From an optimization exercise on the open Yosys and OpenROAD flow, aimed at a short achievable clock period and few clock cycles; shortcuts taken in it are not production practice. In this exercise RTL edits were held to simulation tests only and were not proved equivalent to the original. No driver is modelled on the clock port, so clock power and skew are understated where the tree is cut down; a real chip needs a root buffer or a tree. Power is estimated from default activity; no workload was simulated.

== v6 ==
==> flow/design.v (excerpt) <==
module eccMemTop (
   input logic clk,
   input logic rstN,
   input logic awValid,
   output logic awReady,
   input eccPkg::axiAddrT awAddr,
   input logic wValid,
   output logic wReady,
   input eccPkg::dataWordT wData,
   output logic bValid,
   input logic bReady,
   output eccPkg::respT bResp,
   input logic arValid,
   output logic arReady,
   input eccPkg::axiAddrT arAddr,
   output logic rValid,
   input logic rReady,
   output eccPkg::dataWordT rData,
   output eccPkg::respT rResp
);
   localparam int DEPTH = 64;
   localparam int CAP = 5;
   localparam int QD = 4;
   localparam int QW = $clog2(QD);
   function automatic logic [5:0] maskEffect(input logic [7:0] m);
      logic [3:0] s;
      logic [3:0] f;
      logic any;
      s[0] = m[0] ^ m[3] ^ m[5] ^ m[6];
      s[1] = m[1] ^ m[3] ^ m[5] ^ m[7];
      s[2] = m[2] ^ m[3] ^ m[6] ^ m[7];
      s[3] = m[4] ^ m[5] ^ m[6] ^ m[7];
      f[0] = (s == 4'b0111);
      f[1] = (s == 4'b1011);
      f[2] = (s == 4'b1101);
      f[3] = (s == 4'b1110);
      any = |s;
      maskEffect = {any & ~(^s), any, {m[7], m[6], m[5], m[3]} ^ f};
   endfunction
   logic rdy;
   logic [2:0] rdyOut;
   logic rVal, bVal;
   assign awReady = rdyOut[0];
   assign wReady = rdyOut[1];
   assign arReady = rdyOut[2];
   logic rstQ;
   always_ff @(posedge clk) rstQ <= !rstN;
   logic wrAcc, rdAcc;
   logic awHit, arHit;
   logic [5:0] aEff [4];
   assign wrAcc = rstN && awValid && wValid && rdy;
   assign rdAcc = rstN && arValid && rdy;
   assign awHit = (awAddr[11:8] == 4'd0);
   assign arHit = (arAddr[11:8] == 4'd0);
   for (genvar b = 0; b < 4; b++) begin : gEff
      assign aEff[b] = maskEffect(wData[8*b +: 8]);
   end
   logic cWr, cRd;
   logic cWrData, cWrInjLo, cWrInjHi, cWrCorr, cWrUnc;
   logic cRdData, cRdLo, cRdHi, cRdCorr, cRdUnc, cRdErr, cWrErr;
   logic [DEPTH-1:0] cWe, cRdSel;
   eccPkg::dataWordT cD;
   logic [15:0] cEff;
   logic [3:0] cAny, cMulti;
   logic cTakeB, cTakeR;
   always_ff @(posedge clk) begin
      cWr <= wrAcc;
      cRd <= rdAcc;
      cWrData <= wrAcc && awHit;
  ...
For scale: about 2900 flip-flops, roughly 100 I/O pins, roughly 100000 um^2 of cells after synthesis.
clock: 5.0 ns
lec_check: 0
cap_margin: 50
core_margin: 2
core_utilization: 50
place_density: 0.65
setup_slack_margin: 3.0
slew_margin: 70
synth_memory_max_bits: 8192
standard.sh (not shown) runs the stock make flow with config.mk's settings and CLKGATE_MAP_FILE= SYNTH_SCRIPT=/design/flow/synth_recipe.tcl, a recipe that flattens the netlist after the stock synthesis.
==> flow/flow/run.sh <==
#!/bin/bash
# Own layout flow: the standard flow (standard.sh), except that the clock
# tree is built by flow/mycts.tcl, hooked into the CTS step through ORFS's
# PRE_CTS_TCL: the clock port feeds 4 root buffers, one per quarter of the
# flip-flops, each root feeds the leaf buffers of its quarter, and each leaf
# feeds a compact cluster of at most 30 flip-flops. Everything else (synthesis,
# floorplan, placement, timing repair, routing) is the standard flow.
set -euo pipefail
here=$(pwd)
export PRE_CTS_TCL="$here/flow/pre_cts.tcl"
export MYCTS_NROOT=4
export MYCTS_LEAFMAX=30
bash standard.sh finish > "$here/standard.log" 2>&1
Other scripts of this flow, unchanged in this note and not shown: flow/flow/mycts.tcl, flow/flow/pre_cts.tcl
v6 ended with every stage complete and zero timing, DRC or antenna violations.
Testbench counts of v6, summed over its fixed seeds: cycles 6,410.
The inputs of v7 differ from those of v6 as listed below.
==> flow/flow/run.sh <==
#!/bin/bash
# Own layout flow: the standard flow (standard.sh), except that the clock
# tree is built by flow/mycts.tcl, hooked into the CTS step through ORFS's
# PRE_CTS_TCL: the clock port feeds 4 root buffers, one per quarter of the
# flip-flops, each root feeds the leaf buffers of its quarter, and each leaf
# feeds a compact cluster of at most 30 flip-flops. The port buffers that
# placement puts on every input and output are buf_4 cells (BUFFER_PORTS_ARGS)
# rather than the tool's default choice, which on inputs stayed a slow delay
# cell. Everything else (synthesis, floorplan, placement, timing repair,
# routing) is the standard flow.
set -euo pipefail
here=$(pwd)
export PRE_CTS_TCL="$here/flow/pre_cts.tcl"
export MYCTS_NROOT=4
export MYCTS_LEAFMAX=30
export BUFFER_PORTS_ARGS="-buffer_cell sky130_fd_sc_hd__buf_4"
bash standard.sh finish > "$here/standard.log" 2>&1
Findings:
v6 has higher half-perimeter wire length of the detailed placement result than v7. Changes observed in v7 relative to v6: switching share of power has remained practically unchanged; final core utilization fell 0.32 points; total net switching power now sits at about the same level; first-pass GRT wire length saw an increase. met3 demand-to-capacity share in global routing across v7 and v6: no real change.
No run of this note takes its clock network from TritonCTS; it comes from the design's own scripts or RTL.

## re-timing with driven ports
The flow's constraints put no driver on any port. The routed layouts listed below were extracted and timed again, unchanged, in two steps.
Step 1 assumes that a clkbuf_16 drives the clock port and a buf_2 every other input.
Step 2 moves the port delays by t, midway between the first and last clock arrival at a register: inputs arrive t later, outputs are due t later. That takes back most of the time a late clock gives input paths.
Slacks: ideal / step 1 / step 2; pairs: ideal / step 1.
run	t, ns	setup WS [ns]	worst register clock-pin slew, ns
v6	0.820	2.892 / 2.705 / 2.069	0.12 / 0.12
v7	0.813	2.877 / 2.696 / 2.355	0.12 / 0.12
After both steps setup and hold are still met in every run listed. For v6, which loses most, drivers alone change the setup slack by -0.187 ns; drivers and shift together by -0.823 ns.
